From an optimization exercise on the open Yosys and OpenROAD flow, aimed at small area, a short achievable clock period and few clock cycles per item; shortcuts taken in it are not production practice.
Function was not checked in any run shown here: the RTL went through the layout flow alone.
Power and IR drop assume default switching activity. No driver is modelled on the clock port, so clocking that relies on it looks cheaper here than on a real chip.

==> config.mk <==
export PLATFORM = sky130hd
export DESIGN_NAME = delayed_event_flag_table_unit
export DESIGN_NICKNAME = delayed_event_flag_table_unit
export VERILOG_FILES = /design/flow/design.v
export SDC_FILE = /design/flow/constraint.sdc
export NUM_CORES = 4
export LEC_CHECK = 0
export ABC_CLOCK_PERIOD_IN_PS = 2500
export CAP_MARGIN = 20
export CORE_MARGIN = 2
export CORE_UTILIZATION = 40
export CTS_CLUSTER_DIAMETER = 100
export CTS_CLUSTER_SIZE = 30
export SETUP_SLACK_MARGIN = 4.5
export SLEW_MARGIN = 20
==> constraint.sdc <==
create_clock -name core_clock -period 7.0 [get_ports {i_clk}]
set_input_delay 1.4000 -clock core_clock [delete_from_list [all_inputs] [get_ports {i_clk}]]
set_output_delay 1.4000 -clock core_clock [all_outputs]
set_load 0.01 [all_outputs]
==> design.v <==
package defet_pkg;
    localparam int EVENT_COUNT = 256;
    localparam int EVT_IDX_W   = $clog2(EVENT_COUNT);
    localparam int ID_W        = 16;
    localparam int TIME_W      = 32;
    localparam int BND_W       = 9;
    localparam int CFG_IDX_W   = 2;
    localparam int CFG_DATA_W  = 32;
    typedef enum logic [1:0] {
        FUNC_SET   = 2'd0,
        FUNC_CLEAR = 2'd1,
        FUNC_DSET  = 2'd2,
        FUNC_GET   = 2'd3
    } t_func;
    typedef enum logic [CFG_IDX_W-1:0] {
        CFG_LONG_DELAY  = 2'd0,
        CFG_SHORT_DELAY = 2'd1,
        CFG_SHORT_START = 2'd2,
        CFG_NODLY_START = 2'd3
    } t_cfg_reg;
    typedef struct packed {
        logic [TIME_W-1:0] long_delay;
        logic [TIME_W-1:0] short_delay;
        logic [BND_W-1:0]  short_start;
        logic [BND_W-1:0]  nodly_start;
    } t_cfg;
    localparam logic [TIME_W-1:0] LONG_DELAY_RST  = TIME_W'(60000);
    localparam logic [TIME_W-1:0] SHORT_DELAY_RST = TIME_W'(10000);
    localparam logic [BND_W-1:0]  SHORT_START_RST = BND_W'(64);
    localparam logic [BND_W-1:0]  NODLY_START_RST = BND_W'(128);
endpackage
module defet_add16 (
    input  logic [15:0] i_a,
    input  logic [15:0] i_b,
    input  logic        i_ci,
    output logic [15:0] o_sum,
    output logic        o_co
);
    logic [15:0] g [5];
    logic [15:0] p [5];
    always_comb begin
        g[0] = i_a & i_b;
        p[0] = i_a | i_b;
        g[0][0] = g[0][0] | (p[0][0] & i_ci);
        for (int l = 0; l < 4; l++) begin
            for (int i = 0; i < 16; i++) begin
                if (((i >> l) & 1) == 1) begin
                    g[l+1][i] = g[l][i] | (p[l][i] & g[l][((i >> l) << l) - 1]);
                    p[l+1][i] = p[l][i] & p[l][((i >> l) << l) - 1];
                end else begin
                    g[l+1][i] = g[l][i];
                    p[l+1][i] = p[l][i];
                end
            end
        end
        o_sum = i_a ^ i_b ^ {g[4][14:0], i_ci};
        o_co  = g[4][15];
    end
endmodule
module defet_gt_time (
    input  logic [31:0] i_a,
    input  logic [31:0] i_b,
    output logic        o_gt
);
    logic [31:0] g [6];
    logic [31:0] p [6];
    always_comb begin
        g[0] = i_a & ~i_b;
        p[0] = i_a | ~i_b;
        for (int l = 0; l < 5; l++) begin
            for (int i = 0; i < 32; i++) begin
                if (i % (2 << l) == (2 << l) - 1) begin
                    g[l+1][i] = g[l][i] | (p[l][i] & g[l][i - (1 << l)]);
                    p[l+1][i] = p[l][i] & p[l][i - (1 << l)];
                end else begin
                    g[l+1][i] = g[l][i];
                    p[l+1][i] = p[l][i];
                end
            end
        end
        o_gt = g[5][31];
    end
endmodule
module defet_cfg_regs (
    input  logic                                i_clk,
    input  logic                                i_rst_n,
    input  logic                                i_cfg_we,
    input  logic [defet_pkg::CFG_IDX_W-1:0]     i_cfg_idx,
    input  logic [defet_pkg::CFG_DATA_W-1:0]    i_cfg_data,
    output defet_pkg::t_cfg                     o_cfg
);
    defet_pkg::t_cfg r_cfg;
    always_ff @(posedge i_clk) begin
        if (!i_rst_n || (i_cfg_we && i_cfg_idx == defet_pkg::CFG_LONG_DELAY)) begin
            r_cfg.long_delay  <= i_rst_n ? i_cfg_data[defet_pkg::TIME_W-1:0] : defet_pkg::LONG_DELAY_RST;
        end
        if (!i_rst_n || (i_cfg_we && i_cfg_idx == defet_pkg::CFG_SHORT_DELAY)) begin
            r_cfg.short_delay <= i_rst_n ? i_cfg_data[defet_pkg::TIME_W-1:0] : defet_pkg::SHORT_DELAY_RST;
        end
        if (!i_rst_n || (i_cfg_we && i_cfg_idx == defet_pkg::CFG_SHORT_START)) begin
            r_cfg.short_start <= i_rst_n ? i_cfg_data[defet_pkg::BND_W-1:0] : defet_pkg::SHORT_START_RST;
        end
        if (!i_rst_n || (i_cfg_we && i_cfg_idx == defet_pkg::CFG_NODLY_START)) begin
            r_cfg.nodly_start <= i_rst_n ? i_cfg_data[defet_pkg::BND_W-1:0] : defet_pkg::NODLY_START_RST;
        end
    end
    assign o_cfg = r_cfg;
endmodule
module defet_flag_table (
    input  logic        i_clk,
    input  logic [3:0]  i_rd_hi,
    input  logic [15:0] i_rd_lo,
    output logic        o_rd_pending,
    output logic        o_rd_holdoff,
    input  logic [7:0]  i_wr_idx,
    input  logic        i_wr_en,
    input  logic        i_wr_all,
    input  logic        i_wr_pending,
    input  logic        i_wr_holdoff
);
    logic [255:0] r_pending;
    logic [255:0] r_holdoff;
    logic [15:0]  hi;
    logic [15:0]  lo;
    logic [15:0]  grp_pending;
    logic [15:0]  grp_holdoff;
    always_comb begin
        for (int g = 0; g < 16; g++) begin
            hi[g] = (i_wr_en && i_wr_idx[7:4] == 4'(g)) || i_wr_all;
            lo[g] = (i_wr_idx[3:0] == 4'(g)) || i_wr_all;
        end
    end
    always_ff @(posedge i_clk) begin
        for (int r = 0; r < 256; r++) begin
            if (hi[r / 16] && lo[r % 16]) begin
                r_pending[r] <= i_wr_pending;
                r_holdoff[r] <= i_wr_holdoff;
            end
        end
    end
    always_comb begin
        for (int g = 0; g < 16; g++) begin
            grp_pending[g] = |(i_rd_lo & r_pending[g*16 +: 16]);
            grp_holdoff[g] = |(i_rd_lo & r_holdoff[g*16 +: 16]);
        end
    end
    assign o_rd_pending = grp_pending[i_rd_hi];
    assign o_rd_holdoff = grp_holdoff[i_rd_hi];
endmodule
import defet_pkg::*;
module delayed_event_flag_table_unit (
    input  logic                              i_clk,
    input  logic                              i_rst_n,
    input  logic                              i_cfg_we,
    input  logic [defet_pkg::CFG_IDX_W-1:0]   i_cfg_idx,
    input  logic [defet_pkg::CFG_DATA_W-1:0]  i_cfg_data,
    input  logic                              i_in_valid,
    output logic                              o_in_stall,
    input  logic [1:0]                        i_func,
    input  logic [defet_pkg::ID_W-1:0]        i_event_id,
    input  logic [defet_pkg::TIME_W-1:0]      i_now_time,
    output logic                              o_out_valid,
    input  logic                              i_out_stall,
    output logic                              o_delivered,
    output logic                              o_in_range
);
    localparam int QD  = 8;        
    localparam int CAP = QD + 1;   
    defet_pkg::t_cfg cfg;
    defet_cfg_regs u_cfg (
        .i_clk      (i_clk),
        .i_rst_n    (i_rst_n),
        .i_cfg_we   (i_cfg_we),
        .i_cfg_idx  (i_cfg_idx),
        .i_cfg_data (i_cfg_data),
        .o_cfg      (cfg)
    );
    logic       r_stall;
    logic [3:0] r_owed;
    logic       r_ov;
    logic       acc;
    logic       take;
    logic [3:0] n_owed;
    assign acc    = i_in_valid && !r_stall;
    assign take   = r_ov && !i_out_stall;
    assign n_owed = r_owed + 4'(acc) - 4'(take);
    always_ff @(posedge i_clk) begin
        if (!i_rst_n) begin
            r_owed  <= '0;
            r_stall <= 1'b0;
        end else begin
            r_owed  <= n_owed;
            r_stall <= (n_owed >= 4'(CAP));
        end
    end
    logic              in_range;
    logic [15:0]       el_lo;
    logic              el_c16;
    logic              s0_v;
    logic [1:0]        s0_func;
    logic [7:0]        s0_id;
    logic              s0_inr;
    logic [15:0]       s0_el_lo;
    logic              s0_c16;
    logic [15:0]       s0_now_hi;
    logic [TIME_W-1:0] r_stamp;
    assign in_range = (i_event_id[15:8] == 8'd0);
    defet_add16 u_el_lo (
        .i_a   (i_now_time[15:0]),
        .i_b   (~r_stamp[15:0]),
        .i_ci  (1'b1),
        .o_sum (el_lo),
        .o_co  (el_c16)
    );
    always_ff @(posedge i_clk) begin
        s0_v      <= i_rst_n && acc;
        s0_func   <= i_func;
        s0_id     <= i_event_id[7:0];
        s0_inr    <= in_range;
        s0_el_lo  <= el_lo;
        s0_c16    <= el_c16;
        s0_now_hi <= i_now_time[31:16];
    end
    always_ff @(posedge i_clk) begin
        if (i_rst_n && acc && in_range && i_func == FUNC_DSET) begin
            r_stamp <= i_now_time;
        end
    end
    logic [15:0]       el_hi;
    logic              s1_v;
    logic [1:0]        s1_func;
    logic [7:0]        s1_id;
    logic [15:0]       s1_lo;
    logic              s1_inr;
    logic              s1_bs;
    logic              s1_bn;
    logic [TIME_W-1:0] s1_el;
    defet_add16 u_el_hi (
        .i_a   (s0_now_hi),
        .i_b   (~r_stamp[31:16]),
        .i_ci  (s0_c16),
        .o_sum (el_hi),
        .o_co  ()
    );
    always_ff @(posedge i_clk) begin
        s1_v    <= i_rst_n && s0_v;
        s1_func <= s0_func;
        s1_id   <= s0_id;
        for (int l = 0; l < 16; l++) begin
            s1_lo[l] <= (s0_id[3:0] == 4'(l));
        end
        s1_inr  <= s0_inr;
        s1_bs   <= ({1'b0, s0_id} < cfg.short_start);
        s1_bn   <= ({1'b0, s0_id} < cfg.nodly_start);
        s1_el   <= {el_hi, s0_el_lo};
    end
    logic       ok;
    logic       tb_p;
    logic       tb_h;
    logic       s2_v;
    logic       s2_hit;
    logic       s2_clr;
    logic [1:0] s2_func;
    logic [7:0] s2_id;
    logic       s2_inr;
    logic       s2_bn;
    logic       s2_ok;
    logic       s2_tbp;
    logic       s2_tbh;
    logic       s2_fwd;
    logic       s2_fwp;
    logic       s2_fwh;
    logic       cur_p;
    logic       cur_h;
    logic       ready;
    logic       wr_p;
    logic       wr_h;
    logic       gt_long;
    logic       gt_short;
    defet_gt_time u_gt_long (
        .i_a  (s1_el),
        .i_b  (cfg.long_delay),
        .o_gt (gt_long)
    );
    defet_gt_time u_gt_short (
        .i_a  (s1_el),
        .i_b  (cfg.short_delay),
        .o_gt (gt_short)
    );
    always_comb begin
        if (s1_bs)      ok = gt_long;
        else if (s1_bn) ok = gt_short;
        else            ok = 1'b1;
    end
    assign cur_p = s2_fwd ? s2_fwp : s2_tbp;
    assign cur_h = s2_fwd ? s2_fwh : s2_tbh;
    assign ready = cur_p && (!cur_h || s2_ok);
    always_comb begin
        wr_p = cur_p;
        wr_h = cur_h;
        case (s2_func)
            FUNC_SET:   wr_p = 1'b1;
            FUNC_CLEAR: wr_p = 1'b0;
            FUNC_DSET: begin
                wr_p = 1'b1;
                wr_h = cur_h || s2_bn;
            end
            default: begin
                if (ready) begin
                    wr_p = 1'b0;
                    wr_h = 1'b0;
                end
            end
        endcase
        if (s2_clr) begin
            wr_p = 1'b0;
            wr_h = 1'b0;
        end
    end
    defet_flag_table u_table (
        .i_clk        (i_clk),
        .i_rd_hi      (s1_id[7:4]),
        .i_rd_lo      (s1_lo),
        .o_rd_pending (tb_p),
        .o_rd_holdoff (tb_h),
        .i_wr_idx     (s2_id),
        .i_wr_en      (s2_hit),
        .i_wr_all     (s2_clr),
        .i_wr_pending (wr_p),
        .i_wr_holdoff (wr_h)
    );
    always_ff @(posedge i_clk) begin
        s2_v    <= i_rst_n && s1_v;
        s2_hit  <= i_rst_n && s1_v && s1_inr;
        s2_clr  <= !i_rst_n;
        s2_func <= s1_func;
        s2_id   <= s1_id;
        s2_inr  <= s1_inr;
        s2_bn   <= s1_bn;
        s2_ok   <= ok;
        s2_tbp  <= tb_p;
        s2_tbh  <= tb_h;
        s2_fwd  <= s2_clr || (s2_hit && s1_id == s2_id);
        s2_fwp  <= wr_p;
        s2_fwh  <= wr_h;
    end
    logic [1:0] q_mem [QD];
    logic [3:0] q_wr;
    logic [3:0] q_rd;
    logic       q_empty;
    logic       r_del;
    logic       r_inr;
    assign q_empty = (q_wr == q_rd);
    always_ff @(posedge i_clk) begin
        if (s2_v) begin
            q_mem[q_wr[2:0]] <= {s2_hit && s2_func == FUNC_GET && ready, s2_inr};
        end
    end
    always_ff @(posedge i_clk) begin
        if (!i_rst_n) begin
            {r_del, r_inr} <= '0;
        end else if (!r_ov || !i_out_stall) begin
            {r_del, r_inr} <= q_mem[q_rd[2:0]];
        end
    end
    always_ff @(posedge i_clk) begin
        if (!i_rst_n) begin
            q_wr <= '0;
            q_rd <= '0;
            r_ov <= 1'b0;
        end else begin
            if (s2_v) begin
                q_wr <= q_wr + 4'd1;
            end
            if (!r_ov || !i_out_stall) begin
                r_ov <= !q_empty;
                if (!q_empty) begin
                    q_rd <= q_rd + 4'd1;
                end
            end
        end
    end
    assign o_in_stall  = r_stall;
    assign o_out_valid = r_ov;
    assign o_delivered = r_del;
    assign o_in_range  = r_inr;
endmodule
==> flow/run.sh <==
#!/bin/bash
# The standard layout (the standard.sh: ORFS from the standard synthesis to
# the final layout), with two changes:
#  - the port buffers are sky130_fd_sc_hd__buf_2 cells instead of the delay
#    buffers that buffer_ports picks by default;
#  - clock tree synthesis adds no dummy loads (CTS_ARGS replaces ORFS's
#    argument list, so it repeats the clustering settings of config.mk).
# ORFS's own logs stay under orfs/logs; make's output goes to flow.log.
set -euo pipefail
export BUFFER_PORTS_ARGS="-buffer_cell sky130_fd_sc_hd__buf_2"
export CTS_ARGS="-sink_clustering_enable -repair_clock_nets -dont_use_dummy_load -sink_clustering_size 30 -sink_clustering_max_diameter 100"
bash standard.sh > flow.log 2>&1
==> standard.sh <==
#!/bin/bash
# synth_recipe.tcl (not shown) runs the flow's synth.tcl, then flattens the netlist and writes it again
# the make line also repeats each setting of config.mk as NAME=value (left out here)
make -C /OpenROAD-flow-scripts/flow DESIGN_CONFIG=/design/flow/config.mk WORK_HOME=/design/flow/orfs CLKGATE_MAP_FILE= SYNTH_SCRIPT=/design/flow/synth_recipe.tcl "${@:-finish}"
==> results of run 1 <==
power breakdown:
group,internal (uW),switching [uW],total [uW]
sequential,5440,148,5590
combinational,329,574,903
clock,794,1320,2120
total,6560,2040,8610
routing by layer:
layer | global-route usage | vias up | routed length (um)
met4 | 0.0449 | 6 | 1720
li1 | - | 8283 | -
met2 | 0.336 | 663 | 38500
met5 | 0 | - | 34
met1 | 0.246 | 9311 | 30900
met3 | 0.0289 | 91 | 5290
stage by stage:
step / power, uW / util / worst slack, ns / hold WS, ns
CTS: 8640 / 0.445 / 4.15 / 0.334
floorplan: 6180 / - / 1.89 / 0.310
detailed placement: 6530 / 0.430 / 3.11 / 0.312
finish: 8610 / 0.450 / 4.15 / 0.333
global route: 8920 / 0.450 / 4.06 / 0.340
global placement: 6500 / 0.430 / 3.16 / 0.318
synthesized netlist by cell type (19+ instances only):
master / n
sky130_fd_sc_hd__a21oi_1: 58
sky130_fd_sc_hd__a221oi_1: 37
sky130_fd_sc_hd__a222oi_1: 37
sky130_fd_sc_hd__a22o_1: 35
sky130_fd_sc_hd__a22oi_1: 126
sky130_fd_sc_hd__and2_1: 37
sky130_fd_sc_hd__clkbuf_1: 87
sky130_fd_sc_hd__dfxtp_1: 144
sky130_fd_sc_hd__edfxtp_1: 642
sky130_fd_sc_hd__ha_1: 75
sky130_fd_sc_hd__inv_1: 141
sky130_fd_sc_hd__nand2_1: 36
sky130_fd_sc_hd__nand2b_1: 38
sky130_fd_sc_hd__nand3_1: 26
sky130_fd_sc_hd__nand4_1: 39
sky130_fd_sc_hd__nor2_1: 330
sky130_fd_sc_hd__nor2b_1: 24
sky130_fd_sc_hd__o21ai_0: 26
sky130_fd_sc_hd__xnor2_1: 19
sky130_fd_sc_hd__xor2_1: 23
area by class of cell:
cell class	count	area (um^2)
clock buffers	31	776
fillers	6821	41800
inverters	141	536
multi-input cells	1145	8210
flip-flops and latches	786	22200
well taps	1030	1290
repair buffers	163	1250
worst min path at each step:
stage,end,slack [ns],cells past startpoint
6_report,s1_el[12],0.33,0
5_1_grt,s1_el[4],0.34,0
4_1_cts,s1_el[4],0.33,0
3_5_place_dp,s2_func[0],0.31,0
3_3_place_gp,s1_el[11],0.32,0
2_1_floorplan,s1_el[0],0.31,0
state kept, by name, indices dropped and copies added (netlist names), 2 cells and up:
signal,cells
s0_id,8
s0_now_hi,16
q_rd,4
u_table.r_pending,256
s1_lo,16
q_wr,4
s2_id,8
u_cfg.r_cfg,82
s1_id,8
s0_func,2
q_mem,16
r_owed,4
s2_func,2
u_table.r_holdoff,256
s1_el,32
s1_func,2
s0_el_lo,16
r_stamp,32
cells by family after synthesis:
group / share of synthesized area
flops: 0.720
simple gates: 0.0859
compound gates: 0.100
buf+inv: 0.0307
fa+ha+maj: 0.0452
xor+xnor: 0.0119
mux: 0.00634
what timing repair did:
item	CTS	global route
pin swaps	22	24
resized for setup	76	46
setup buffers	18	13
setup endpoints to repair	179	47
critical path, stage by stage:
cell                       delay (ns)
sky130_fd_sc_hd__buf_8           0.08
sky130_fd_sc_hd__inv_4           0.03
sky130_fd_sc_hd__ha_4            0.14
sky130_fd_sc_hd__fa_2            0.34
sky130_fd_sc_hd__o21bai_1        0.17
sky130_fd_sc_hd__a21oi_2         0.10
sky130_fd_sc_hd__o21bai_2        0.14
sky130_fd_sc_hd__a21oi_2         0.09
sky130_fd_sc_hd__nor2_2          0.14
sky130_fd_sc_hd__nor2_2          0.06
sky130_fd_sc_hd__nor2_1          0.08
sky130_fd_sc_hd__nor2_1          0.06
sky130_fd_sc_hd__fa_2            0.51
sky130_fd_sc_hd__inv_1           0.03
cell usage in the layout (no fill, tap or decap), drive strengths merged, types with 38 or more instances in the layout:
master,instances
inv,140
edfxtp,642
ha,75
nand4,39
buf,162
a21oi,58
dfxtp,144
nand2b,38
a22oi,126
nor2,330
==> summary.md, run 1 <==
| Metric | Value |
|---|---|
| Post-synth top area cell | `sky130_fd_sc_hd__edfxtp_1` |
| Max Cap Viol | `0` |
| Gr usage total | `0.190` |
| Worst Hold Launch | `s0_el_lo[12]` |
| Endpoint of the most critical setup path | `s0_el_lo[8]` |
| Per-instance average area after synthesis | `14.1 um^2` |
| Reg2reg start | `r_stamp[16]` |
| Fin Clk Skew | `0.0622 ns` |
| Drc violations | `0` |
| Run status | `finished clean` |
| Total of warnings raised by yosys | `9` |
| Net count after synthesis | `2353` |
| CTS buffer count | `31` |
| Startpoint of the worst setup timing path | `i_now_time[0]` |
| Area of the mapped netlist | `0.0308 mm^2` |
| Min cycle time layout | `2.85 ns` |
| Wire length per cell after detailed routing | `23.2 um` |
| Clock sink count | `786` |
| TritonCTS clock tree | `done` |
| Die area | `0.0792 mm^2` |
| Root buf cell | `sky130_fd_sc_hd__clkbuf_16` |
| Total Routed Length | `76.4 mm` |
| Bufs on Longest Clock Path | `3` |
| Count of boundary I/O pins | `93` |
| Reg-to-Reg End | `s1_el[24]` |
| Critical path arrival | `3.39 ns` |
| Area growth from synthesis to layout | `11.2%` |
| Async SR Flop Fraction | `0` |
| Final Non-Filler Cells | `3296` |
| Htree depth | `1` |
| Cells after synthesis | `2179` |
| Initial DRT Pass Iterations | `6` |
| Critical path start-end classification | `input port to register` |
| Pin slew with the least headroom to its limit | `1.22 ns` |
| Total placed instance area | `0.0327 mm^2` |
| Top-area cell type share of the netlist area | `0.626` |
| Register-to-register path setup slack | `4.39 ns` |
| Required time of the critical path | `7.53 ns` |
| Final worst path period share | `0.408` |
| Power Density | `251 mW/mm^2` |
| # placed instances | `3232` |
| Type of element launching the critical path | `input port` |
| Reg clk slew, reported paths | `0.11 ns` |
| Cells taking the most area after synthesis | `sky130_fd_sc_hd__edfxtp_1 63%, sky130_fd_sc_hd__dfxtp_1 9.4%, sky130_fd_sc_hd__nor2_1 4.0%` |
| Die width | `281 um` |
| 1st-iter DRT viols | `1776` |
| Number of enable flip-flop cells after synthesis | `642` |
| Finished layout cell area | `0.0342 mm^2` |
| DPL Wire Length | `43.3 mm` |
| Worst-Skew Late Latency | `0.63 ns` |
| Initial antenna violation count | `3` |
| Pin count of the biggest net entering global routing | `258` |
| Sum of negative setup slack | `0 ns` |
| Achievable Freq | `351 MHz` |
| Leakage | `0.0122 uW` |
| Crit end category | `register` |
| Max-slew violation count | `0` |
| Count of state elements after synthesis | `786` |
| Global-route wire length before repair | `113 mm` |
| HP Class | `register to register` |
| Final count of hold timing violations | `0` |
| Register area share after synthesis | `0.720` |
| Synth unique cells | `61` |
| Via density | `5.57` |
| Die height | `281 um` |
| Flip-flop cell with the highest count after synthesis | `sky130_fd_sc_hd__edfxtp_1` |
| # rows | `101` |
| Setup violators final | `0` |
| Area of the placeable core | `0.0761 mm^2` |
| Worst slew margin relative to its limit | `0.188` |
| Remaining global-route overflow | `0` |
| Antenna viol nets, final | `0` |
| Maximum fanout encountered on the critical timing path | `3` |
| Number of diodes added for antenna fixing | `0` |
| Register-to-Register Path Depth | `14` |
| Peak VDD IR | `0.211 mV` |
| Final RePlAce weighted congestion | `0.822` |
| Count of buffers inserted at the top-level ports | `92` |
| Total of hold buffers inserted after clock tree synthesis | `0` |
| Setup repair after global routing missed its margin | `true` |
| Initial cell density of the core | `0.405` |
| Via count of the routed design | `18354` |
| Via count of the first global-routing pass | `18609` |
| Share of layout cells above drive strength 1 | `0.131` |
| Nets@finish | `2442` |
==> inputs of run 2 (changes only) <==
--- a/design.v
+++ b/design.v
@@ -29,21 +29,19 @@
     localparam logic [BND_W-1:0]  SHORT_START_RST = BND_W'(64);
     localparam logic [BND_W-1:0]  NODLY_START_RST = BND_W'(128);
 endpackage
-module defet_add16 (
-    input  logic [15:0] i_a,
-    input  logic [15:0] i_b,
-    input  logic        i_ci,
-    output logic [15:0] o_sum,
-    output logic        o_co
+module defet_sub_time (
+    input  logic [31:0] i_x,
+    input  logic [31:0] i_b,
+    output logic [31:0] o_diff
 );
-    logic [15:0] g [5];
-    logic [15:0] p [5];
+    logic [31:0] g [6];
+    logic [31:0] p [6];
     always_comb begin
-        g[0] = i_a & i_b;
-        p[0] = i_a | i_b;
-        g[0][0] = g[0][0] | (p[0][0] & i_ci);
-        for (int l = 0; l < 4; l++) begin
-            for (int i = 0; i < 16; i++) begin
+        g[0] = ~i_x & ~i_b;
+        p[0] = i_x | ~i_b;
+        g[0][0] = p[0][0];   
+        for (int l = 0; l < 5; l++) begin
+            for (int i = 0; i < 32; i++) begin
                 if (((i >> l) & 1) == 1) begin
                     g[l+1][i] = g[l][i] | (p[l][i] & g[l][((i >> l) << l) - 1]);
                     p[l+1][i] = p[l][i] & p[l][((i >> l) << l) - 1];
@@ -53,8 +51,7 @@
                 end
             end
         end
-        o_sum = i_a ^ i_b ^ {g[4][14:0], i_ci};
-        o_co  = g[4][15];
+        o_diff = i_x ^ {g[5][30:0], 1'b1};
     end
 endmodule
 module defet_gt_time (
@@ -164,7 +161,7 @@
     output logic                              o_delivered,
     output logic                              o_in_range
 );
-    localparam int QD  = 8;        
+    localparam int QD  = 4;        
     localparam int CAP = QD + 1;   
     defet_pkg::t_cfg cfg;
     defet_cfg_regs u_cfg (
@@ -194,39 +191,26 @@
         end
     end
     logic              in_range;
-    logic [15:0]       el_lo;
-    logic              el_c16;
     logic              s0_v;
     logic [1:0]        s0_func;
     logic [7:0]        s0_id;
     logic              s0_inr;
-    logic [15:0]       s0_el_lo;
-    logic              s0_c16;
-    logic [15:0]       s0_now_hi;
+    logic [TIME_W-1:0] s0_x;
     logic [TIME_W-1:0] r_stamp;
     assign in_range = (i_event_id[15:8] == 8'd0);
-    defet_add16 u_el_lo (
-        .i_a   (i_now_time[15:0]),
-        .i_b   (~r_stamp[15:0]),
-        .i_ci  (1'b1),
-        .o_sum (el_lo),
-        .o_co  (el_c16)
-    );
     always_ff @(posedge i_clk) begin
-        s0_v      <= i_rst_n && acc;
-        s0_func   <= i_func;
-        s0_id     <= i_event_id[7:0];
-        s0_inr    <= in_range;
-        s0_el_lo  <= el_lo;
-        s0_c16    <= el_c16;
-        s0_now_hi <= i_now_time[31:16];
+        s0_v    <= i_rst_n && acc;
+        s0_func <= i_func;
+        s0_id   <= i_event_id[7:0];
+        s0_inr  <= in_range;
+        s0_x    <= i_now_time ^ ~r_stamp;
     end
     always_ff @(posedge i_clk) begin
         if (i_rst_n && acc && in_range && i_func == FUNC_DSET) begin
             r_stamp <= i_now_time;
         end
     end
-    logic [15:0]       el_hi;
+    logic [TIME_W-1:0] el;
     logic              s1_v;
     logic [1:0]        s1_func;
     logic [7:0]        s1_id;
@@ -235,12 +219,10 @@
     logic              s1_bs;
     logic              s1_bn;
     logic [TIME_W-1:0] s1_el;
-    defet_add16 u_el_hi (
-        .i_a   (s0_now_hi),
-        .i_b   (~r_stamp[31:16]),
-        .i_ci  (s0_c16),
-        .o_sum (el_hi),
-        .o_co  ()
+    defet_sub_time u_el (
+        .i_x    (s0_x),
+        .i_b    (r_stamp),
+        .o_diff (el)
     );
     always_ff @(posedge i_clk) begin
         s1_v    <= i_rst_n && s0_v;
@@ -252,7 +234,7 @@
         s1_inr  <= s0_inr;
         s1_bs   <= ({1'b0, s0_id} < cfg.short_start);
         s1_bn   <= ({1'b0, s0_id} < cfg.nodly_start);
-        s1_el   <= {el_hi, s0_el_lo};
+        s1_el   <= el;
     end
     logic       ok;
     logic       tb_p;
@@ -344,23 +326,29 @@
         s2_fwp  <= wr_p;
         s2_fwh  <= wr_h;
     end
+    logic [1:0] res;
     logic [1:0] q_mem [QD];
-    logic [3:0] q_wr;
-    logic [3:0] q_rd;
+    logic [2:0] q_wr;
+    logic [2:0] q_rd;
     logic       q_empty;
+    logic       out_free;
+    logic       bypass;
     logic       r_del;
     logic       r_inr;
-    assign q_empty = (q_wr == q_rd);
+    assign res      = {s2_hit && s2_func == FUNC_GET && ready, s2_inr};
+    assign q_empty  = (q_wr == q_rd);
+    assign out_free = !r_ov || !i_out_stall;
+    assign bypass   = s2_v && q_empty && out_free;
     always_ff @(posedge i_clk) begin
-        if (s2_v) begin
-            q_mem[q_wr[2:0]] <= {s2_hit && s2_func == FUNC_GET && ready, s2_inr};
+        if (s2_v && !bypass) begin
+            q_mem[q_wr[1:0]] <= res;
         end
     end
     always_ff @(posedge i_clk) begin
         if (!i_rst_n) begin
             {r_del, r_inr} <= '0;
-        end else if (!r_ov || !i_out_stall) begin
-            {r_del, r_inr} <= q_mem[q_rd[2:0]];
+        end else if (out_free) begin
+            {r_del, r_inr} <= q_empty ? res : q_mem[q_rd[1:0]];
         end
     end
     always_ff @(posedge i_clk) begin
@@ -369,13 +357,13 @@
             q_rd <= '0;
             r_ov <= 1'b0;
         end else begin
-            if (s2_v) begin
-                q_wr <= q_wr + 4'd1;
+            if (s2_v && !bypass) begin
+                q_wr <= q_wr + 3'd1;
             end
-            if (!r_ov || !i_out_stall) begin
-                r_ov <= !q_empty;
+            if (out_free) begin
+                r_ov <= !q_empty || s2_v;
                 if (!q_empty) begin
-                    q_rd <= q_rd + 4'd1;
+                    q_rd <= q_rd + 3'd1;
                 end
             end
         end
--- a/config.mk
+++ b/config.mk
@@ -5,10 +5,9 @@
 export SDC_FILE = /design/flow/constraint.sdc
 export NUM_CORES = 4
 export LEC_CHECK = 0
-export ABC_CLOCK_PERIOD_IN_PS = 2500
 export CAP_MARGIN = 20
 export CORE_MARGIN = 2
-export CORE_UTILIZATION = 40
+export CORE_UTILIZATION = 55
 export CTS_CLUSTER_DIAMETER = 100
 export CTS_CLUSTER_SIZE = 30
 export SETUP_SLACK_MARGIN = 4.5
==> run 2 against run 1 <==
Critical path depth fell by 6. Die area fell by 29%. Wire length fell by 3.4%. First-iteration DRC count rose by 20%. Sequential cell count fell by 9. Count of clock-buffer cells in the layout fell by 1. Worst setup slack improved by 0.32 ns. Fmax rose by 13%. Core utilization rose by 16 points. Largest cell class unchanged. Highest routed layer is now met4.
==> summary.md, run 2 <==
| Metric | Value |
|---|---|
| Maximum fanout encountered on the critical timing path | `24` |
| Area of the placeable core | `0.0539 mm^2` |
| Per-instance average area after synthesis | `14.2 um^2` |
| Worst-Skew Late Latency | `0.63 ns` |
| Worst-case setup slack after placement | `3.56 ns` |
| Die area | `0.0565 mm^2` |
| Gr usage total | `0.258` |
| Count of state elements after synthesis | `777` |
| Flip-flop cell with the highest count after synthesis | `sky130_fd_sc_hd__edfxtp_1` |
| Startpoint of the worst setup timing path | `s1_lo[9]` |
| Total of hold buffers inserted after clock tree synthesis | `0` |
| Min cycle time layout | `2.53 ns` |
| DPL Wire Length | `42.1 mm` |
| Wire length per cell after detailed routing | `25.6 um` |
| Register-to-Register Path Depth | `8` |
| HP Class | `register to register` |
| Nets@finish | `2301` |
| Total of warnings raised by yosys | `9` |
| Achievable Freq | `395 MHz` |
| Post-synth top area cell | `sky130_fd_sc_hd__edfxtp_1` |
| Register-to-register path setup slack | `4.47 ns` |
| CTS buffer count | `30` |
| Cells taking the most area after synthesis | `sky130_fd_sc_hd__edfxtp_1 63%, sky130_fd_sc_hd__dfxtp_1 9.5%, sky130_fd_sc_hd__nor2_1 4.0%` |
| Overall power | `8410 uW` |
| Number of enable flip-flop cells after synthesis | `634` |
| Antenna viol nets, final | `0` |
| Count of buffers inserted at the top-level ports | `92` |
| Crit end category | `register` |
| Top-area cell type share of the netlist area | `0.634` |
| Final RePlAce weighted congestion | `0.837` |
| Required time of the critical path | `7.52 ns` |
| Pin count of the biggest net entering global routing | `258` |
| Critical path arrival | `3.05 ns` |
| Share of layout cells above drive strength 1 | `0.115` |
| Setup repair after global routing missed its margin | `true` |
| Reg clk slew, reported paths | `0.12 ns` |
| Power Density | `256 mW/mm^2` |
| Critical path start-end classification | `register to register` |
| Sum of negative setup slack | `0 ns` |
| Worst slew margin relative to its limit | `0.102` |
| Reg2reg start | `s1_lo[9]` |
| Area growth from synthesis to layout | `9.23%` |
| Bufs on Longest Clock Path | `3` |
| Initial cell density of the core | `0.557` |
| Via count of the first global-routing pass | `18032` |
| Register area share after synthesis | `0.729` |
| Initial DRT Pass Iterations | `6` |
| Via density | `6.26` |
| Htree depth | `1` |
| Largest registers ranked by flip-flop count | `u_table.r_holdoff (256), u_table.r_pending (256), u_cfg.r_cfg (82)` |
| Final worst setup slack | `4.47 ns` |
| Post-synth top cells | `634 x sky130_fd_sc_hd__edfxtp_1, 321 x sky130_fd_sc_hd__nor2_1, 143 x sky130_fd_sc_hd__dfxtp_1, 86 x sky130_fd_sc_hd__clkbuf_1, 79 x sky130_fd_sc_hd__a22oi_1` |
| Most frequent cells in the layout | `634 x sky130_fd_sc_hd__edfxtp_1, 321 x sky130_fd_sc_hd__nor2_1, 134 x sky130_fd_sc_hd__dfxtp_1, 87 x sky130_fd_sc_hd__buf_2, 78 x sky130_fd_sc_hd__a22oi_1` |
| Global-route wire length before repair | `110 mm` |
| Most common cell after layout, fill and taps aside | `sky130_fd_sc_hd__edfxtp_1` |
| Count of boundary I/O pins | `93` |
| Die height | `238 um` |
| TritonCTS clock tree | `done` |
| Root buf cell | `sky130_fd_sc_hd__clkbuf_16` |
| Setup violators final | `0` |
| Die width | `238 um` |
| Synth unique cells | `69` |
| Total Routed Length | `73.8 mm` |
| Cells after synthesis | `2112` |
| Area of the mapped netlist | `0.0300 mm^2` |
| Final count of hold timing violations | `0` |
| Pin slew with the least headroom to its limit | `1.35 ns` |
| Remaining global-route overflow | `0` |
| Leakage | `0.0114 uW` |
| Final worst path period share | `0.362` |
| Endpoint of the most critical setup path | `s2_tbh` |
| Via count of the routed design | `18056` |
| Drc violations | `0` |
| Fin Clk Skew | `0.0213 ns` |
| Reg-to-Reg End | `s2_tbh` |
| Most frequently used cell type in the post-synthesis netlist | `sky130_fd_sc_hd__edfxtp_1` |
| Clock sink count | `777` |
| Peak VDD IR | `0.197 mV` |
| 1st-iter DRT viols | `2139` |
| Run status | `finished clean` |
| Net count after synthesis | `2225` |
| # rows | `85` |
| Initial antenna violation count | `2` |
| Async SR Flop Fraction | `0` |
| Max Cap Viol | `0` |
| Type of element launching the critical path | `register` |
| Max-slew violation count | `0` |
run 2: cell types whose count changed in the layout (fill, tap and decap cells not counted), sizes merged, moves of 10 or more:
| cell | previous run | this run |
|---|---|---|
| nand2 | 36 | 46 |
| inv | 140 | 70 |
| buf | 162 | 149 |
| xnor2 | 19 | 59 |
| ha | 75 | 23 |
| a22oi | 126 | 79 |
| a221oi | 37 | 60 |
| o21ai | 26 | 44 |
| a22o | 36 | 58 |
run 2: worst max-delay path, cell delays in order, from the launching register on:
cell                       delay (ns)
sky130_fd_sc_hd__dfxtp_4         0.42
sky130_fd_sc_hd__buf_8           0.21
sky130_fd_sc_hd__a22o_1          0.22
sky130_fd_sc_hd__a221oi_1        0.24
sky130_fd_sc_hd__nand4_1         0.16
sky130_fd_sc_hd__a211o_1         0.29
sky130_fd_sc_hd__o21ai_0         0.14
sky130_fd_sc_hd__o21ai_0         0.18
sky130_fd_sc_hd__mux4_2          0.53
run 2: worst min path at each step:
| stage | from | endpoint | slack [ns] | cells after the start |
|---|---|---|---|---|
| after detailed placement | s0_func[1] | s1_func[1] | 0.31 | 0 |
| after global routing | s0_func[1] | s1_func[1] | 0.34 | 0 |
| final | s0_inr | s1_inr | 0.33 | 0 |
| after global placement | s1_func[0] | s2_func[0] | 0.31 | 0 |
| after floorplan | s0_func[0] | s1_func[0] | 0.31 | 0 |
| after CTS | s0_func[1] | s1_func[1] | 0.34 | 0 |
run 2: routing by layer:
layer | vias up | track usage | part of all wire
met5 | - | 0 | 0
met3 | 92 | 0.0368 | 0.083
li1 | 8171 | - | -
met1 | 8999 | 0.354 | 0.40
met4 | 0 | 0.0715 | 0.022
met2 | 794 | 0.435 | 0.49
run 2: final cells by class:
cell class	instances	area, um^2
Sequential cell	777	21900
Fill cell	4182	21100
Antenna cell	2	5.00
Inverter	71	270
Tap cell	696	871
Clock buffer	30	751
Timing Repair Buffer	149	1110
Multi-Input combinational cell	1159	7890
run 2: repair_timing:
| action | in CTS | in global routing |
|---|---|---|
| pin swaps | 2 | 11 |
| setup endpoints to repair | 167 | 322 |
| resized for setup | 41 | 20 |
| gates cloned | 0 | 0 |
| setup buffers | 2 | 17 |
run 2: cells by family after synthesis:
logic type,share of synthesized area
AOI/OAI and AO/OA,0.110
xor gates and xnor gates,0.0224
adders and majority gates,0.0194
buffers and inverters,0.0224
DFF,0.729
muxes,0.00466
and+or+nand+nor,0.0922
run 2: report_power, final:
part	internal, uW	total, uW	switching [uW]
Sequential	5370	5510	143
Clock	770	2070	1300
Combinational	293	831	539
Total	6430	8410	1980
run 2: stage by stage:
| step | cell area [um^2] | instances | hold slack, ns | utilization |
|---|---|---|---|---|
| 2_1_floorplan | 30100 | 2112 | 0.310 | - |
| 3_3_place_gp | 31500 | 2831 | 0.310 | 0.585 |
| 3_5_place_dp | 31600 | 2832 | 0.315 | 0.585 |
| 4_1_cts | 32500 | 2864 | 0.341 | 0.602 |
| 5_1_grt | 32800 | 2882 | 0.344 | 0.609 |
| 6_report | 32800 | 2884 | 0.334 | 0.609 |
==> inputs of run 3 (changes only) <==
--- a/config.mk
+++ b/config.mk
@@ -10,5 +10,5 @@
 export CORE_UTILIZATION = 55
 export CTS_CLUSTER_DIAMETER = 100
 export CTS_CLUSTER_SIZE = 30
-export SETUP_SLACK_MARGIN = 4.5
+export SETUP_SLACK_MARGIN = 4.6
 export SLEW_MARGIN = 20
==> run 3 against run 2 <==
Still clean on timing, DRC and antenna. Final area rose by 0.96%. Critical path depth fell by 7. Total power is 0.22% higher. Hold slack improved by 0.0049 ns. Largest cell class unchanged.
==> summary.md, run 3 <==
| Metric | Value |
|---|---|
| Run status | `finished clean` |
| Antenna viol nets, final | `0` |
| Final Non-Filler Cells | `2897` |
| Total of warnings raised by yosys | `9` |
| Setup repair after global routing missed its margin | `true` |
| Drc violations | `0` |
| Total of hold buffers inserted after clock tree synthesis | `0` |
| Wire length per cell after detailed routing | `25.6 um` |
| Leakage | `0.0115 uW` |
| Cells after synthesis | `2112` |
| Most frequently used cell type in the post-synthesis netlist | `sky130_fd_sc_hd__edfxtp_1` |
| Initial cell density of the core | `0.557` |
| # rows | `85` |
| Slowest cell on crit path | `sky130_fd_sc_hd__dfxtp_2` |
| 1st-iter DRT viols | `1965` |
| Via density | `6.27` |
| Power Density | `254 mW/mm^2` |
| Number of fill cells in the layout | `4147` |
| Worst-Skew Late Latency | `0.63 ns` |
| Count of state elements after synthesis | `777` |
| Number of enable flip-flop cells after synthesis | `634` |
| Pin slew with the least headroom to its limit | `1.14 ns` |
| Required time of the critical path | `5.60 ns` |
| Most frequent cells in the layout | `634 x sky130_fd_sc_hd__edfxtp_1, 320 x sky130_fd_sc_hd__nor2_1, 134 x sky130_fd_sc_hd__dfxtp_1, 87 x sky130_fd_sc_hd__buf_2, 78 x sky130_fd_sc_hd__a22oi_1` |
| Count of boundary I/O pins | `93` |
| Max-slew violation count | `0` |
| Share of layout cells above drive strength 1 | `0.126` |
| Final count of hold timing violations | `0` |
| Final RePlAce weighted congestion | `0.837` |
| Area growth from synthesis to layout | `10.3%` |
| Worst slew margin relative to its limit | `0.243` |
| Post-synth top area cell | `sky130_fd_sc_hd__edfxtp_1` |
| Critical path start-end classification | `register to output pin` |
| Cells taking the most area after synthesis | `sky130_fd_sc_hd__edfxtp_1 63%, sky130_fd_sc_hd__dfxtp_1 9.5%, sky130_fd_sc_hd__nor2_1 4.0%` |
| Post-synth top cells | `634 x sky130_fd_sc_hd__edfxtp_1, 321 x sky130_fd_sc_hd__nor2_1, 143 x sky130_fd_sc_hd__dfxtp_1, 86 x sky130_fd_sc_hd__clkbuf_1, 79 x sky130_fd_sc_hd__a22oi_1` |
| Sum of negative setup slack | `0 ns` |
| Per-instance average area after synthesis | `14.2 um^2` |
| Clock sink count | `777` |
| Async SR Flop Fraction | `0` |
| CTS buffer count | `30` |
| Peak VDD IR | `0.196 mV` |
| Via count of the first global-routing pass | `18114` |
| Crit end category | `output pin` |
| Top-area cell type share of the netlist area | `0.634` |
| FF/Latch Area | `0.0219 mm^2` |
| CP delay by family, top | `flip-flops` |
| Max Cap Viol | `0` |
| Pin count of the biggest net entering global routing | `258` |
| Gr usage total | `0.259` |
| Most common cell after layout, fill and taps aside | `sky130_fd_sc_hd__edfxtp_1` |
| Fin Clk Skew | `0.0187 ns` |
| Die width | `238 um` |
| Root buf cell | `sky130_fd_sc_hd__clkbuf_16` |
| Htree depth | `1` |
| Worst Path Buf+Inv | `1` |
| Area of the placeable core | `0.0539 mm^2` |
| Net count after synthesis | `2225` |
| # placed instances | `2832` |
| Remaining global-route overflow | `0` |
| Count of buffers inserted at the top-level ports | `92` |
| Maximum fanout encountered on the critical timing path | `2` |
| Synth unique cells | `69` |
| Register area share after synthesis | `0.729` |
| Achievable Freq | `400 MHz` |
| DPL Wire Length | `42.1 mm` |
| Initial DRT Pass Iterations | `8` |
| Die height | `238 um` |
| Combined area of the multi-input logic cells | `0.00797 mm^2` |
| Critical path arrival | `1.10 ns` |
| Largest registers ranked by flip-flop count | `u_table.r_holdoff (256), u_table.r_pending (256), u_cfg.r_cfg (82)` |
| Nets@finish | `2314` |
| Final worst path period share | `0.357` |
| Die area | `0.0565 mm^2` |
| Chain of cells forming the critical path | `buf_6` |
| Crit-path max cell delay | `0.37 ns` |
| Min cycle time layout | `2.50 ns` |
| Overall power | `8430 uW` |
| HP Class | `register to register` |
| Global-route wire length before repair | `110 mm` |
| Reg clk slew, reported paths | `0.11 ns` |
| Total Routed Length | `74.3 mm` |
| Area of the mapped netlist | `0.0300 mm^2` |
| Flip-flop cell with the highest count after synthesis | `sky130_fd_sc_hd__edfxtp_1` |
| Via count of the routed design | `18177` |
| Initial antenna violation count | `2` |
| Bufs on Longest Clock Path | `3` |
| TritonCTS clock tree | `done` |
| Type of element launching the critical path | `register` |
| Setup violators final | `0` |
-- run 3: changes by cell type in the layout (fill, tap and decap cells not counted), sizes merged --
| cell | previous run | this run |
|---|---|---|
| clkbuf | 30 | 33 |
| buf | 149 | 159 |
-- run 3: cell type report --
cell class,instances,share of cell area
clock buffer,30,0.0227
tap,696,0.0263
inverter,71,0.00816
sequential,777,0.662
multi-input combinational,1159,0.240
timing repair buffer,162,0.0407
antenna,2,0.000151
-- run 3: through the flow --
step | area, um^2 | utilization | hold slack, ns | setup WS, ns
after floorplan | 30100 | - | 0.310 | 1.89
after global placement | 31500 | 0.585 | 0.310 | 3.61
after detailed placement | 31600 | 0.585 | 0.315 | 3.56
after CTS | 32700 | 0.607 | 0.341 | 4.47
after global routing | 33100 | 0.614 | 0.344 | 4.46
final | 33100 | 0.614 | 0.339 | 4.50
-- run 3: path summary, 6_finish.rpt --
kind	startpoint	end	slack, ns	depth (start not counted)
max	r_del	o_delivered	4.50	1
min	s0_inr	s1_inr	0.34	0
max reg2reg	s1_lo[3]	s2_tbp	4.55	8
min reg2reg	s0_inr	s1_inr	0.34	0
-- run 3: timing repair --
| item | in CTS | in global routing |
|---|---|---|
| endpoints found under the setup margin | 490 | 392 |
| resized for setup | 61 | 52 |
| pin swaps | 14 | 10 |
| buffers inserted | 17 | 14 |
| cloned | 0 | 2 |
-- run 3: logic make-up after synthesis --
logic type / count (synthesis) / synth area share
flip-flops: 777 / 0.729
XOR/XNOR: 77 / 0.0224
multiplexers: 9 / 0.00466
adder cells (fa/ha/maj): 51 / 0.0194
buffers and inverters: 176 / 0.0224
AO/OA/AOI/OAI: 432 / 0.110
AND/OR/NAND/NOR: 590 / 0.0922
-- run 3: per-layer routing --
| metal | GRT usage | share of wire | wire [um] | vias up |
|---|---|---|---|---|
| li1 | - | - | - | 8200 |
| met2 | 0.439 | 0.49 | 36300 | 746 |
| met5 | 0 | 0 | 0 | - |
| met4 | 0.0652 | 0.026 | 1930 | 0 |
| met1 | 0.355 | 0.40 | 30000 | 9113 |
| met3 | 0.0369 | 0.080 | 5950 | 118 |
-- run 3: where the power goes --
part / switching, uW / internal (uW) / leakage, uW
Clock: 1300 / 770 / 0.000370
Combinational: 544 / 304 / 0.00385
Sequential: 144 / 5370 / 0.00732

[port drivers added, routing unchanged]
The results above use ideal ports. As a check the final layouts listed here were re-extracted and re-timed, cells and wires unchanged. Step 1, drivers: a clkbuf_16 drives i_clk and a buf_2 each remaining input, both assumed. Step 2 moves the port delays by t, midway between the first and last clock arrival at a register: inputs arrive t later, outputs are due t later. That takes back most of the time a late clock gives input paths. a / b / c = ideal ports / drivers / drivers and shift; a / b = the first two.
run | shift t [ns] | setup WS [ns] | worst setup path at the end | worst data-port slew with drivers (ns)
run 1 | 0.667 | 4.147 / 4.160 / 3.492 | input to register | 0.09
run 2 | 0.674 | 4.467 / 4.440 / 3.970 | input to register | 0.07
run 3 | 0.673 | 4.501 / 4.444 / 3.970 | input to register | 0.07
After both steps setup and hold are still met in every run listed. For run 1, which loses most, drivers alone change the setup slack by +0.013 ns; drivers and shift together by -0.655 ns.
